Source: an optimization exercise on an open RTL-to-GDS flow (aim: small area, a short achievable clock period and few clock cycles). Production flows keep margins and buffers that such runs may drop.
Where RTL was checked, it was by simulation tests only, not by an equivalence proof against the original.
Power is estimated from default activity; no workload was simulated.

==> build 11 <==
## hdlc_rx_deframer
module hdlc_rx_deframer (
   input  logic                                 clock,
   input  logic                                 reset,
   input  logic                                 in_valid,
   output logic                                 in_ready,
   input  logic [7:0]                           in_byte,
   output logic                                 rsp_valid,
   input  logic                                 rsp_ready,
   output logic                                 rsp_kind,
   output logic [7:0]                           rsp_data_byte,
   output logic [2:0]                           rsp_frame_status,
   output logic [12:0]                          rsp_frame_length,
   output logic [31:0]                          rsp_good_frames,
   output logic [31:0]                          rsp_error_frames,
   output logic                                 rsp_last_of_input,
   input  logic                                 csr_we,
   input  logic [hdlcrx_pkg::CSR_IDX_W-1:0]     csr_index,
   input  logic [hdlcrx_pkg::LEN_W-1:0]         csr_wdata
);
   logic        seven_ff;
   logic [12:0] limw_ff;    
   logic [12:0] lim;
   logic        r0_v, r1_v;
   logic [7:0]  r0, r1;
   logic        acc;
   logic        hunt_ff, frame_ff;
   logic [2:0]  ones_ff;
   logic [2:0]  pos_ff;
   logic [6:0]  shift_ff;
   logic [12:0] fbytes_ff;
   logic        done_ff;
   logic        o_v, o_kind, o_last;
   logic [7:0]  o_data;
   logic [2:0]  o_st;
   logic [15:0] fcs_ff;
   logic [31:0] good_ff, err_ff;
   logic        w_hunt, w_frame;
   logic [2:0]  w_ones, w_pos;
   logic [6:0]  w_shift;
   logic [7:0]  w_bval;
   logic [12:0] w_fb;
   logic        w_cmp, w_ovf, w_end_v, w_abort, w_cmp_at_end;
   logic        w_byte_v, w_any_end, w_short, w_chk;
   logic [2:0]  w_end_st;
   logic [12:0] fb_eff;
   logic        at_lim;
   logic        fcs_ok;
   logic        o_free, emit_byte, emit_end, end_good;
   logic [5:0]  want, en;
   logic        en_step, en_go, en_fb, en_fcs, en_good, en_err;
   logic [31:0] good_cy, err_cy;
   always_comb begin
      if (limw_ff < 13'd3) begin
         lim = 13'd3;
      end else if (limw_ff > 13'd4096) begin
         lim = 13'd4096;
      end else begin
         lim = limw_ff;
      end
   end
   assign fb_eff = frame_ff ? fbytes_ff : 13'd0;
  ...
==> flow/config.mk <==
export PLATFORM = sky130hd
export DESIGN_NAME = hdlc_rx_deframer
export DESIGN_NICKNAME = hdlc_rx_deframer
export VERILOG_FILES = /design/flow/design.v
export SDC_FILE = /design/flow/constraint.sdc
export NUM_CORES = 4
export LEC_CHECK = 0
export CAP_MARGIN = 20
export CORE_MARGIN = 2
export CORE_UTILIZATION = 40
export SLEW_MARGIN = 20
export SYNTH_HIERARCHICAL = 1
==> flow/constraint.sdc <==
create_clock -name core_clock -period 23.0 [get_ports {clock}]
set_input_delay 4.6000 -clock core_clock [delete_from_list [all_inputs] [get_ports {clock}]]
set_output_delay 4.6000 -clock core_clock [all_outputs]
set_load 0.01 [all_outputs]
run.sh (not shown) runs the stock make flow with config.mk's settings and CLKGATE_MAP_FILE= SYNTH_SCRIPT=/design/flow/synth_recipe.tcl, a recipe that flattens the netlist after the stock synthesis.
==> trial 84 (differences from build 11) <==
--- a/flow/design.v
+++ b/flow/design.v
@@ -15,10 +15,38 @@
       x = b ^ fcs[7:0];
       x = x ^ {x[3:0], 4'd0};
       fcs_update = {8'd0, fcs[15:8]} ^ {x, 8'd0} ^ {5'd0, x, 3'd0} ^ {12'd0, x[7:4]};
    endfunction
 endpackage
+module hdlcrx_walk_step (
+   input  logic [12:0] limw,      
+   input  logic        frame,     
+   input  logic [12:0] fbytes,
+   output logic        at_lim,    
+   output logic [12:0] fb_next    
+);
+   logic [12:0] lim, cnt, x;
+   logic        lim_small, ge, c;
+   always_comb begin
+      lim_small = !(|limw[12:2]);
+      lim[12] = limw[12];
+      lim[11:2] = limw[12] ? 10'd0 : limw[11:2];
+      lim[1:0] = limw[12] ? 2'd0 : (lim_small ? 2'd3 : limw[1:0]);
+      cnt = frame ? fbytes : 13'd0;
+      ge = 1'b1;
+      for (int i = 0; i < 13; i++) begin
+         ge = (cnt[i] && !lim[i]) || ((cnt[i] || !lim[i]) && ge);
+      end
+      at_lim = ge;
+      x = ge ? lim : cnt;
+      c = 1'b1;
+      for (int i = 0; i < 13; i++) begin
+         fb_next[i] = x[i] ^ c;
+         c = c && x[i];
+      end
+   end
+endmodule
 module hdlcrx_bit_walker (
    input  logic [7:0] raw,
    input  logic       seven,
    input  logic       hunt_i,
    input  logic       frame_i,
@@ -51,13 +79,17 @@
    logic [8:0]      y;
    logic [7:0]      q;
    logic [14:0]     z;
    logic [2:0]      tail, base, nsub;
    always_comb begin
-      for (int k = 1; k < 8; k++) begin
-         t[0][k] = (ones_i >= 3'(k));
-      end
+      t[0][1] = ones_i[2] || ones_i[1] || ones_i[0];
+      t[0][2] = ones_i[2] || ones_i[1];
+      t[0][3] = ones_i[2] || (ones_i[1] && ones_i[0]);
+      t[0][4] = ones_i[2];
+      t[0][5] = ones_i[2] && (ones_i[1] || ones_i[0]);
+      t[0][6] = ones_i[2] && ones_i[1];
+      t[0][7] = ones_i[2] && ones_i[1] && ones_i[0];
       for (int i = 0; i < 8; i++) begin
          act[i] = (i < 7) || !seven;
          st[i]   = act[i] && !raw[i] && t[i][5] && !t[i][6];
          ev_f[i] = act[i] && !raw[i] && t[i][6] && !t[i][7];
          ev_a[i] = act[i] && raw[i] && t[i][6];
@@ -180,23 +212,23 @@
    input  logic [hdlcrx_pkg::CSR_IDX_W-1:0]     csr_index,
    input  logic [hdlcrx_pkg::LEN_W-1:0]         csr_wdata
 );
    logic        seven_ff;
    logic [12:0] limw_ff;    
-   logic [12:0] lim;
    logic        r0_v, r1_v;
+   logic        rdy_ff;      
    logic [7:0]  r0, r1;
    logic        acc;
    logic        hunt_ff, frame_ff;
    logic [2:0]  ones_ff;
    logic [2:0]  pos_ff;
    logic [6:0]  shift_ff;
    logic [12:0] fbytes_ff;
    logic        done_ff;
    logic        o_v, o_kind, o_last;
-   logic [7:0]  o_data;
-   logic [2:0]  o_st;
+   logic [7:0]  o_data;      
+   logic [2:0]  w_st;
    logic [15:0] fcs_ff;
    logic [31:0] good_ff, err_ff;
    logic        w_hunt, w_frame;
    logic [2:0]  w_ones, w_pos;
    logic [6:0]  w_shift;
@@ -210,31 +242,23 @@
    logic        fcs_ok;
    logic        o_free, emit_byte, emit_end, end_good;
    logic [5:0]  want, en;
    logic        en_step, en_go, en_fb, en_fcs, en_good, en_err;
    logic [31:0] good_cy, err_cy;
-   always_comb begin
-      if (limw_ff < 13'd3) begin
-         lim = 13'd3;
-      end else if (limw_ff > 13'd4096) begin
-         lim = 13'd4096;
-      end else begin
-         lim = limw_ff;
-      end
-   end
    assign fb_eff = frame_ff ? fbytes_ff : 13'd0;
-   assign at_lim = fb_eff >= lim;
+   hdlcrx_walk_step u_lim (
+      .limw (limw_ff), .frame (frame_ff), .fbytes (fbytes_ff), .at_lim (at_lim), .fb_next (w_fb)
+   );
    hdlcrx_bit_walker u_walk (
       .raw (r0), .seven (seven_ff), .hunt_i (hunt_ff), .frame_i (frame_ff),
       .ones_i (ones_ff), .pos_i (pos_ff), .shift_i (shift_ff), .at_lim (at_lim),
       .hunt_o (w_hunt), .frame_o (w_frame), .ones_o (w_ones), .pos_o (w_pos),
       .shift_o (w_shift), .bval (w_bval), .cmp (w_cmp), .ovf (w_ovf), .end_v (w_end_v),
       .abort (w_abort), .cmp_at_end (w_cmp_at_end)
    );
    assign w_byte_v  = w_cmp && !w_ovf;
    assign w_any_end = w_end_v || w_ovf;
-   assign w_fb      = (at_lim ? lim : fb_eff) + 13'd1;
    assign w_short   = w_cmp_at_end ? (fb_eff < 13'd2) : (fbytes_ff < 13'd3);
    assign w_chk     = w_end_v && !w_abort && !w_short;
    always_comb begin
       if (w_ovf) begin
          w_end_st = hdlcrx_pkg::ST_OVERFLOW;
@@ -243,10 +267,11 @@
       end else begin
          w_end_st = hdlcrx_pkg::ST_SHORT;
       end
    end
    assign fcs_ok    = (fcs_ff == hdlcrx_pkg::FCS_GOOD);
+   assign w_st      = w_chk ? (fcs_ok ? hdlcrx_pkg::ST_GOOD : hdlcrx_pkg::ST_CRC_ERR) : w_end_st;
    assign end_good  = w_chk && fcs_ok;
    assign emit_byte = w_byte_v && !done_ff;
    assign emit_end  = w_any_end && !emit_byte;
    assign want[0] = r0_v;                                    
    assign want[1] = r0_v && !(emit_byte && w_any_end);       
@@ -258,11 +283,11 @@
       .o_v (o_v), .rsp_ready (rsp_ready), .want (want), .o_free (o_free), .en (en)
    );
    assign {en_err, en_good, en_fcs, en_fb, en_go, en_step} = en;
    hdlcrx_frame_check u_good_cy (.cnt (good_ff), .cy (good_cy));
    hdlcrx_frame_check u_err_cy (.cnt (err_ff), .cy (err_cy));
-   assign in_ready  = !r1_v;
+   assign in_ready  = rdy_ff;
    assign acc       = in_valid && !r1_v;
    always_ff @(posedge clock) begin
       if (reset) begin
          seven_ff <= 1'b0;
          limw_ff <= 13'd4096;
@@ -276,15 +301,18 @@
    end
    always_ff @(posedge clock) begin
       if (reset) begin
          r0_v <= 1'b0;
          r1_v <= 1'b0;
+         rdy_ff <= 1'b1;
       end else if (!r0_v || en_go) begin
          r0_v <= r1_v || acc;
          r1_v <= 1'b0;
+         rdy_ff <= 1'b1;
       end else if (acc) begin
          r1_v <= 1'b1;
+         rdy_ff <= 1'b0;
       end
    end
    always_ff @(posedge clock) begin
       if (!r0_v || en_go) begin
          r0 <= r1_v ? r1 : in_byte;
@@ -328,14 +356,11 @@
    end
    always_ff @(posedge clock) begin
       if (en_step) begin
          o_kind <= !emit_byte;
          o_last <= !(emit_byte && w_any_end);
-         if (emit_byte) begin
-            o_data <= w_bval;
-         end
-         o_st <= w_chk ? (fcs_ok ? hdlcrx_pkg::ST_GOOD : hdlcrx_pkg::ST_CRC_ERR) : w_end_st;
+         o_data <= emit_byte ? w_bval : {w_bval[7:3], w_st};
       end
    end
    always_ff @(posedge clock) begin
       if (en_fcs) begin
          fcs_ff <= hdlcrx_pkg::fcs_update(frame_ff ? fcs_ff : hdlcrx_pkg::FCS_INIT, w_bval);
@@ -351,11 +376,11 @@
       end
    end
    assign rsp_valid = o_v;
    assign rsp_kind = o_kind;
    assign rsp_data_byte = o_data;
-   assign rsp_frame_status = o_st;
+   assign rsp_frame_status = o_data[2:0];
    assign rsp_frame_length = fbytes_ff;
    assign rsp_good_frames = good_ff;
    assign rsp_error_frames = err_ff;
    assign rsp_last_of_input = o_last;
 endmodule
==> flow/flow/run.sh (new file) <==
#!/bin/bash
# The standard layout with small port buffers (buf_2) and timing repair aiming for
# extra setup slack (the design is signed off at the design's period as usual); the
# tools' output is kept in standard.log
bash standard.sh SETUP_SLACK_MARGIN=17.1 "BUFFER_PORTS_ARGS=-buffer_cell sky130_fd_sc_hd__buf_2" finish > standard.log 2>&1
==> flow/standard.sh (new file) <==
#!/bin/bash
# synth_recipe.tcl (not shown) runs the flow's synth.tcl, then flattens the netlist and writes it again
# the make line also repeats each setting of config.mk as NAME=value (left out here)
make -C /OpenROAD-flow-scripts/flow DESIGN_CONFIG=/design/flow/config.mk WORK_HOME=/design/flow/orfs CLKGATE_MAP_FILE= SYNTH_SCRIPT=/design/flow/synth_recipe.tcl "${@:-finish}"
--- a/flow/config.mk
+++ b/flow/config.mk
@@ -6,7 +6,8 @@
 export NUM_CORES = 4
 export LEC_CHECK = 0
 export CAP_MARGIN = 20
 export CORE_MARGIN = 2
 export CORE_UTILIZATION = 40
+export CTS_BUF_LIST = sky130_fd_sc_hd__clkbuf_8
 export SLEW_MARGIN = 20
 export SYNTH_HIERARCHICAL = 1
removed: flow/run.sh
==> trial 95 (differences from build 11) <==
--- a/flow/design.v
+++ b/flow/design.v
@@ -51,13 +51,17 @@
    logic [8:0]      y;
    logic [7:0]      q;
    logic [14:0]     z;
    logic [2:0]      tail, base, nsub;
    always_comb begin
-      for (int k = 1; k < 8; k++) begin
-         t[0][k] = (ones_i >= 3'(k));
-      end
+      t[0][1] = ones_i[2] || ones_i[1] || ones_i[0];
+      t[0][2] = ones_i[2] || ones_i[1];
+      t[0][3] = ones_i[2] || (ones_i[1] && ones_i[0]);
+      t[0][4] = ones_i[2];
+      t[0][5] = ones_i[2] && (ones_i[1] || ones_i[0]);
+      t[0][6] = ones_i[2] && ones_i[1];
+      t[0][7] = ones_i[2] && ones_i[1] && ones_i[0];
       for (int i = 0; i < 8; i++) begin
          act[i] = (i < 7) || !seven;
          st[i]   = act[i] && !raw[i] && t[i][5] && !t[i][6];
          ev_f[i] = act[i] && !raw[i] && t[i][6] && !t[i][7];
          ev_a[i] = act[i] && raw[i] && t[i][6];
@@ -182,21 +186,22 @@
 );
    logic        seven_ff;
    logic [12:0] limw_ff;    
    logic [12:0] lim;
    logic        r0_v, r1_v;
+   logic        rdy_ff;      
    logic [7:0]  r0, r1;
    logic        acc;
    logic        hunt_ff, frame_ff;
    logic [2:0]  ones_ff;
    logic [2:0]  pos_ff;
    logic [6:0]  shift_ff;
    logic [12:0] fbytes_ff;
    logic        done_ff;
    logic        o_v, o_kind, o_last;
-   logic [7:0]  o_data;
-   logic [2:0]  o_st;
+   logic [7:0]  o_data;      
+   logic [2:0]  w_st;
    logic [15:0] fcs_ff;
    logic [31:0] good_ff, err_ff;
    logic        w_hunt, w_frame;
    logic [2:0]  w_ones, w_pos;
    logic [6:0]  w_shift;
@@ -243,10 +248,11 @@
       end else begin
          w_end_st = hdlcrx_pkg::ST_SHORT;
       end
    end
    assign fcs_ok    = (fcs_ff == hdlcrx_pkg::FCS_GOOD);
+   assign w_st      = w_chk ? (fcs_ok ? hdlcrx_pkg::ST_GOOD : hdlcrx_pkg::ST_CRC_ERR) : w_end_st;
    assign end_good  = w_chk && fcs_ok;
    assign emit_byte = w_byte_v && !done_ff;
    assign emit_end  = w_any_end && !emit_byte;
    assign want[0] = r0_v;                                    
    assign want[1] = r0_v && !(emit_byte && w_any_end);       
@@ -258,11 +264,11 @@
       .o_v (o_v), .rsp_ready (rsp_ready), .want (want), .o_free (o_free), .en (en)
    );
    assign {en_err, en_good, en_fcs, en_fb, en_go, en_step} = en;
    hdlcrx_frame_check u_good_cy (.cnt (good_ff), .cy (good_cy));
    hdlcrx_frame_check u_err_cy (.cnt (err_ff), .cy (err_cy));
-   assign in_ready  = !r1_v;
+   assign in_ready  = rdy_ff;
    assign acc       = in_valid && !r1_v;
    always_ff @(posedge clock) begin
       if (reset) begin
          seven_ff <= 1'b0;
          limw_ff <= 13'd4096;
@@ -276,15 +282,18 @@
    end
    always_ff @(posedge clock) begin
       if (reset) begin
          r0_v <= 1'b0;
          r1_v <= 1'b0;
+         rdy_ff <= 1'b1;
       end else if (!r0_v || en_go) begin
          r0_v <= r1_v || acc;
          r1_v <= 1'b0;
+         rdy_ff <= 1'b1;
       end else if (acc) begin
          r1_v <= 1'b1;
+         rdy_ff <= 1'b0;
       end
    end
    always_ff @(posedge clock) begin
       if (!r0_v || en_go) begin
          r0 <= r1_v ? r1 : in_byte;
@@ -328,14 +337,11 @@
    end
    always_ff @(posedge clock) begin
       if (en_step) begin
          o_kind <= !emit_byte;
          o_last <= !(emit_byte && w_any_end);
-         if (emit_byte) begin
-            o_data <= w_bval;
-         end
-         o_st <= w_chk ? (fcs_ok ? hdlcrx_pkg::ST_GOOD : hdlcrx_pkg::ST_CRC_ERR) : w_end_st;
+         o_data <= emit_byte ? w_bval : {w_bval[7:3], w_st};
       end
    end
    always_ff @(posedge clock) begin
       if (en_fcs) begin
          fcs_ff <= hdlcrx_pkg::fcs_update(frame_ff ? fcs_ff : hdlcrx_pkg::FCS_INIT, w_bval);
@@ -351,11 +357,11 @@
       end
    end
    assign rsp_valid = o_v;
    assign rsp_kind = o_kind;
    assign rsp_data_byte = o_data;
-   assign rsp_frame_status = o_st;
+   assign rsp_frame_status = o_data[2:0];
    assign rsp_frame_length = fbytes_ff;
    assign rsp_good_frames = good_ff;
    assign rsp_error_frames = err_ff;
    assign rsp_last_of_input = o_last;
 endmodule
==> flow/flow/run.sh (new file) <==
#!/bin/bash
# The standard layout with small port buffers (buf_2), timing repair aiming for extra
# setup slack and power recovery on the paths with slack (the design is signed off at
# the design's period as usual); the tools' output is kept in standard.log
bash standard.sh SETUP_SLACK_MARGIN=17 RECOVER_POWER=100 "BUFFER_PORTS_ARGS=-buffer_cell sky130_fd_sc_hd__buf_2" finish > standard.log 2>&1
==> flow/standard.sh (new file) <==
#!/bin/bash
# synth_recipe.tcl (not shown) runs the flow's synth.tcl, then flattens the netlist and writes it again
# the make line also repeats each setting of config.mk as NAME=value (left out here)
make -C /OpenROAD-flow-scripts/flow DESIGN_CONFIG=/design/flow/config.mk WORK_HOME=/design/flow/orfs CLKGATE_MAP_FILE= SYNTH_SCRIPT=/design/flow/synth_recipe.tcl "${@:-finish}"
removed: flow/run.sh
==> trial 27 (differences from build 11) <==
--- a/flow/design.v
+++ b/flow/design.v
@@ -9,14 +9,16 @@
    localparam logic [2:0] ST_CRC_ERR  = 3'd1;
    localparam logic [2:0] ST_SHORT    = 3'd2;
    localparam logic [2:0] ST_OVERFLOW = 3'd3;
    localparam logic [2:0] ST_ABORT    = 3'd4;
    function automatic logic [15:0] fcs_update(input logic [15:0] fcs, input logic [7:0] b);
-      logic [7:0] x;
-      x = b ^ fcs[7:0];
-      x = x ^ {x[3:0], 4'd0};
-      fcs_update = {8'd0, fcs[15:8]} ^ {x, 8'd0} ^ {5'd0, x, 3'd0} ^ {12'd0, x[7:4]};
+      logic [15:0] c;
+      c = fcs ^ {8'h00, b};
+      for (int k = 0; k < 8; k++) begin
+         c = c[0] ? ((c >> 1) ^ FCS_POLY) : (c >> 1);
+      end
+      fcs_update = c;
    endfunction
 endpackage
 module hdlcrx_bit_walker (
    input  logic [7:0] raw,
    input  logic       seven,
@@ -138,31 +140,10 @@
          default: shift_o = z[11:5];
       endcase
       bval = 8'(z >> (~pos_i));
    end
 endmodule
-module hdlcrx_frame_check (
-   input  logic [31:0] cnt,
-   output logic [31:0] cy
-);
-   always_comb begin
-      cy[0] = 1'b1;
-      for (int i = 1; i < 32; i++) begin
-         cy[i] = cy[i-1] && cnt[i-1];
-      end
-   end
-endmodule
-module hdlcrx_out_buf (
-   input  logic         o_v,
-   input  logic         rsp_ready,
-   input  logic [5:0] want,
-   output logic         o_free,
-   output logic [5:0] en
-);
-   assign o_free = !o_v || rsp_ready;
-   assign en = want & {6{o_free}};
-endmodule
 module hdlc_rx_deframer (
    input  logic                                 clock,
    input  logic                                 reset,
    input  logic                                 in_valid,
    output logic                                 in_ready,
@@ -179,12 +160,12 @@
    input  logic                                 csr_we,
    input  logic [hdlcrx_pkg::CSR_IDX_W-1:0]     csr_index,
    input  logic [hdlcrx_pkg::LEN_W-1:0]         csr_wdata
 );
    logic        seven_ff;
-   logic [12:0] limw_ff;    
-   logic [12:0] lim;
+   logic [12:0] lim_ff;
+   logic [12:0] lim_in;
    logic        r0_v, r1_v;
    logic [7:0]  r0, r1;
    logic        acc;
    logic        hunt_ff, frame_ff;
    logic [2:0]  ones_ff;
@@ -193,102 +174,94 @@
    logic [12:0] fbytes_ff;
    logic        done_ff;
    logic        o_v, o_kind, o_last;
    logic [7:0]  o_data;
    logic [2:0]  o_st;
+   logic        fold_ff, first_ff;
    logic [15:0] fcs_ff;
+   logic [15:0] fcs_cur;
    logic [31:0] good_ff, err_ff;
    logic        w_hunt, w_frame;
    logic [2:0]  w_ones, w_pos;
    logic [6:0]  w_shift;
    logic [7:0]  w_bval;
    logic [12:0] w_fb;
-   logic        w_cmp, w_ovf, w_end_v, w_abort, w_cmp_at_end;
-   logic        w_byte_v, w_any_end, w_short, w_chk;
+   logic        w_cmp, w_ovf, w_abort, w_cmp_at_end, w_short, w_any_end;
+   logic        w_byte_v;
+   logic        w_end_v;
    logic [2:0]  w_end_st;
+   logic        w_chk;
    logic [12:0] fb_eff;
    logic        at_lim;
-   logic        fcs_ok;
-   logic        o_free, emit_byte, emit_end, end_good;
-   logic [5:0]  want, en;
-   logic        en_step, en_go, en_fb, en_fcs, en_good, en_err;
-   logic [31:0] good_cy, err_cy;
+   logic        o_free, step, go, emit_byte, emit_end, end_good;
    always_comb begin
-      if (limw_ff < 13'd3) begin
-         lim = 13'd3;
-      end else if (limw_ff > 13'd4096) begin
-         lim = 13'd4096;
+      if (csr_wdata < 13'd3) begin
+         lim_in = 13'd3;
+      end else if (csr_wdata > 13'd4096) begin
+         lim_in = 13'd4096;
       end else begin
-         lim = limw_ff;
+         lim_in = csr_wdata;
       end
    end
    assign fb_eff = frame_ff ? fbytes_ff : 13'd0;
-   assign at_lim = fb_eff >= lim;
+   assign at_lim = fb_eff >= lim_ff;
    hdlcrx_bit_walker u_walk (
       .raw (r0), .seven (seven_ff), .hunt_i (hunt_ff), .frame_i (frame_ff),
       .ones_i (ones_ff), .pos_i (pos_ff), .shift_i (shift_ff), .at_lim (at_lim),
       .hunt_o (w_hunt), .frame_o (w_frame), .ones_o (w_ones), .pos_o (w_pos),
       .shift_o (w_shift), .bval (w_bval), .cmp (w_cmp), .ovf (w_ovf), .end_v (w_end_v),
       .abort (w_abort), .cmp_at_end (w_cmp_at_end)
    );
-   assign w_byte_v  = w_cmp && !w_ovf;
+   assign w_byte_v = w_cmp && !w_ovf;
+   assign w_fb     = (at_lim ? lim_ff : fb_eff) + 13'd1;
+   assign w_short  = w_cmp_at_end ? (fb_eff < 13'd2) : (fbytes_ff < 13'd3);
    assign w_any_end = w_end_v || w_ovf;
-   assign w_fb      = (at_lim ? lim : fb_eff) + 13'd1;
-   assign w_short   = w_cmp_at_end ? (fb_eff < 13'd2) : (fbytes_ff < 13'd3);
-   assign w_chk     = w_end_v && !w_abort && !w_short;
+   assign w_chk    = w_end_v && !w_abort && !w_short;
    always_comb begin
       if (w_ovf) begin
          w_end_st = hdlcrx_pkg::ST_OVERFLOW;
       end else if (w_abort) begin
          w_end_st = hdlcrx_pkg::ST_ABORT;
       end else begin
          w_end_st = hdlcrx_pkg::ST_SHORT;
       end
    end
-   assign fcs_ok    = (fcs_ff == hdlcrx_pkg::FCS_GOOD);
-   assign end_good  = w_chk && fcs_ok;
+   assign fcs_cur  = fold_ff ? hdlcrx_pkg::fcs_update(first_ff ? hdlcrx_pkg::FCS_INIT : fcs_ff, o_data)
+                             : fcs_ff;
+   assign end_good = w_chk && (fcs_cur == hdlcrx_pkg::FCS_GOOD);
+   assign o_free    = !o_v || rsp_ready;
+   assign step      = r0_v && o_free;
    assign emit_byte = w_byte_v && !done_ff;
    assign emit_end  = w_any_end && !emit_byte;
-   assign want[0] = r0_v;                                    
-   assign want[1] = r0_v && !(emit_byte && w_any_end);       
-   assign want[2] = want[1] && w_cmp;                        
-   assign want[3] = r0_v && emit_byte;                       
-   assign want[4] = r0_v && emit_end && end_good;            
-   assign want[5] = r0_v && emit_end && !end_good;           
-   hdlcrx_out_buf u_gate (
-      .o_v (o_v), .rsp_ready (rsp_ready), .want (want), .o_free (o_free), .en (en)
-   );
-   assign {en_err, en_good, en_fcs, en_fb, en_go, en_step} = en;
-   hdlcrx_frame_check u_good_cy (.cnt (good_ff), .cy (good_cy));
-   hdlcrx_frame_check u_err_cy (.cnt (err_ff), .cy (err_cy));
+   assign go        = step && !(emit_byte && w_any_end);
    assign in_ready  = !r1_v;
    assign acc       = in_valid && !r1_v;
    always_ff @(posedge clock) begin
       if (reset) begin
          seven_ff <= 1'b0;
-         limw_ff <= 13'd4096;
+         lim_ff <= 13'd4096;
       end else if (csr_we) begin
          if (csr_index == 1'b0) begin
             seven_ff <= csr_wdata[0];
          end else begin
-            limw_ff <= csr_wdata;
+            lim_ff <= lim_in;
          end
       end
    end
    always_ff @(posedge clock) begin
       if (reset) begin
          r0_v <= 1'b0;
          r1_v <= 1'b0;
-      end else if (!r0_v || en_go) begin
+      end else if (!r0_v || go) begin
          r0_v <= r1_v || acc;
          r1_v <= 1'b0;
       end else if (acc) begin
          r1_v <= 1'b1;
       end
    end
    always_ff @(posedge clock) begin
-      if (!r0_v || en_go) begin
+      if (!r0_v || go) begin
          r0 <= r1_v ? r1 : in_byte;
       end
       if (acc) begin
          r1 <= in_byte;
       end
@@ -297,59 +270,72 @@
       if (reset) begin
          hunt_ff <= 1'b1;
          frame_ff <= 1'b0;
          ones_ff <= 3'd0;
          done_ff <= 1'b0;
-      end else begin
-         if (en_go) begin
+      end else if (step) begin
+         if (go) begin
             hunt_ff <= w_hunt;
             frame_ff <= w_frame;
             ones_ff <= w_ones;
-         end
-         if (en_step) begin
-            done_ff <= !want[1];
+            done_ff <= 1'b0;
+         end else begin
+            done_ff <= 1'b1;
          end
       end
    end
    always_ff @(posedge clock) begin
-      if (en_go) begin
+      if (go) begin
          pos_ff <= w_pos;
          shift_ff <= w_shift;
-      end
-      if (en_fb) begin
-         fbytes_ff <= w_fb;
+         if (w_cmp) begin
+            fbytes_ff <= w_fb;
+         end
       end
    end
    always_ff @(posedge clock) begin
       if (reset) begin
          o_v <= 1'b0;
       end else if (o_free) begin
-         o_v <= r0_v && (emit_byte || w_any_end);
+         o_v <= step && (emit_byte || w_any_end);
       end
    end
    always_ff @(posedge clock) begin
-      if (en_step) begin
+      if (step) begin
          o_kind <= !emit_byte;
          o_last <= !(emit_byte && w_any_end);
          if (emit_byte) begin
             o_data <= w_bval;
          end
-         o_st <= w_chk ? (fcs_ok ? hdlcrx_pkg::ST_GOOD : hdlcrx_pkg::ST_CRC_ERR) : w_end_st;
+         o_st <= w_chk ? (end_good ? hdlcrx_pkg::ST_GOOD : hdlcrx_pkg::ST_CRC_ERR) : w_end_st;
+      end
+   end
+   always_ff @(posedge clock) begin
+      if (reset) begin
+         fold_ff <= 1'b0;
+      end else begin
+         fold_ff <= step && emit_byte;
       end
    end
    always_ff @(posedge clock) begin
-      if (en_fcs) begin
-         fcs_ff <= hdlcrx_pkg::fcs_update(frame_ff ? fcs_ff : hdlcrx_pkg::FCS_INIT, w_bval);
+      if (step && emit_byte) begin
+         first_ff <= !frame_ff;
+      end
+      if (fold_ff) begin
+         fcs_ff <= fcs_cur;
       end
    end
    always_ff @(posedge clock) begin
       if (reset) begin
          good_ff <= 32'd0;
          err_ff <= 32'd0;
-      end else begin
-         good_ff <= good_ff ^ (good_cy & {32{en_good}});
-         err_ff <= err_ff ^ (err_cy & {32{en_err}});
+      end else if (step && emit_end) begin
+         if (end_good) begin
+            good_ff <= good_ff + 32'd1;
+         end else begin
+            err_ff <= err_ff + 32'd1;
+         end
       end
    end
    assign rsp_valid = o_v;
    assign rsp_kind = o_kind;
    assign rsp_data_byte = o_data;
--- a/flow/config.mk
+++ b/flow/config.mk
@@ -7,6 +7,5 @@
 export LEC_CHECK = 0
 export CAP_MARGIN = 20
 export CORE_MARGIN = 2
 export CORE_UTILIZATION = 40
 export SLEW_MARGIN = 20
-export SYNTH_HIERARCHICAL = 1
==> comparison table <==
metric                                                                          trial 27                 build 11                  trial 84                       trial 95
Net switching power of the design                                             0.000175 W               0.000192 W                0.000185 W                     0.000191 W
End point of the worst hold path                                              lim_ff[12]               limw_ff[1]                    rdy_ff                     limw_ff[2]
Critical-path top delay cell                                                      or4b_1                   and2_1                  edfxtp_1                       clkbuf_1
TritonRoute pass-1 iters                                                               5                        5                         5                              9
Sequential cell area                                                            3830 um2                 3780 um2                  3710 um2                       3720 um2
Synthesized-area fraction occupied by ao, oa, aoi and oai cells                    0.192                    0.127                     0.136                          0.124
Wirelength, routed                                                             27,700 um                25,700 um                 24,200 um                      25,300 um
Beginning of the worst hold path                                              lim_ff[12]               limw_ff[1]                    rdy_ff                     limw_ff[2]
Share of layout cells above drive strength 1                                      0.0752                   0.0749                     0.167                         0.0872
Largest net degree at the start of global routing                                    113                       88                        89                             89
Largest stage delay on the critical path                                         0.88 ns                  0.66 ns                   0.54 ns                        2.74 ns
Startpoint-to-endpoint class of the critical path                 input pin to flip-flop   input pin to flip-flop  flip-flop to output port         input pin to flip-flop
Clock buffer instance count of the final layout                                       18                       21                        17                             21
Half-perimeter wire length after placement                                     19,700 um                18,300 um                 17,300 um                      18,000 um
Die width                                                                         166 um                   164 um                    160 um                         163 um
Result of the run                                                complete, no violations  complete, no violations   complete, no violations                failed layout checks
Reasons for failing layout checks                                                      -                        -                         -  capacitance limit, slew limit
Area of the mapped netlist                                                    10,500 um2               10,200 um2                  9670 um2                     10,100 um2
Part of the total power dissipated in combinational logic                          0.110                    0.146                     0.154                          0.151
Multiplexer area fraction after synthesis                                         0.0593                   0.0482                    0.0411                         0.0444
Final core utilization                                                             0.476                    0.482                     0.458                          0.449
Clock network power consumption                                               0.000260 W               0.000282 W                0.000205 W                     0.000269 W
Proportion of final cell area spent on non-clock buffers                          0.0986                   0.0990                    0.0587                         0.0493
Endpoint class of the critical path                                            flip-flop                flip-flop               output port                      flip-flop
Unique masters post-synth                                                             83                       92                        94                             95
FILL cells                                                                         2,482                    2,477                     2,343                          2,556
Count of state elements after synthesis                                              157                      155                       153                            153
Testbench counts of trial 84, summed over its fixed seeds: cycles 24,333.
Testbench counts of trial 95, summed over its fixed seeds: cycles 24,333.
Testbench counts of trial 27, summed over its fixed seeds: cycles 24,333.
Function not checked in build 11: the RTL went through the layout flow alone.

## separate check: timing with driven ports
The flow's constraints put no driver on any port. The routed layouts listed below were extracted and timed again, unchanged, in two steps.
Step 1 assumes that a clkbuf_16 drives the clock port and a buf_2 every other input.
Step 2 moves the port delays by t, midway between the first and last clock arrival at a register: inputs arrive t later, outputs are due t later. That takes back most of the time a late clock gives input paths.
Three values: no drivers, after step 1, after step 2; two values: the first two.
run	t (ns)	setup WS [ns]	latest minus earliest clock arrival (ns)
build 11	0.470	16.755 / 16.736 / 16.266	0.016 / 0.017
trial 84	0.496	17.214 / 17.171 / 16.693	0.028 / 0.028
trial 95	0.462	15.515 / 15.541 / 15.079	0.018 / 0.017
trial 27	0.462	15.871 / 15.891 / 15.429	0.017 / 0.017
For trial 84, which loses most, drivers alone change the setup slack by -0.043 ns; drivers and shift together by -0.521 ns.
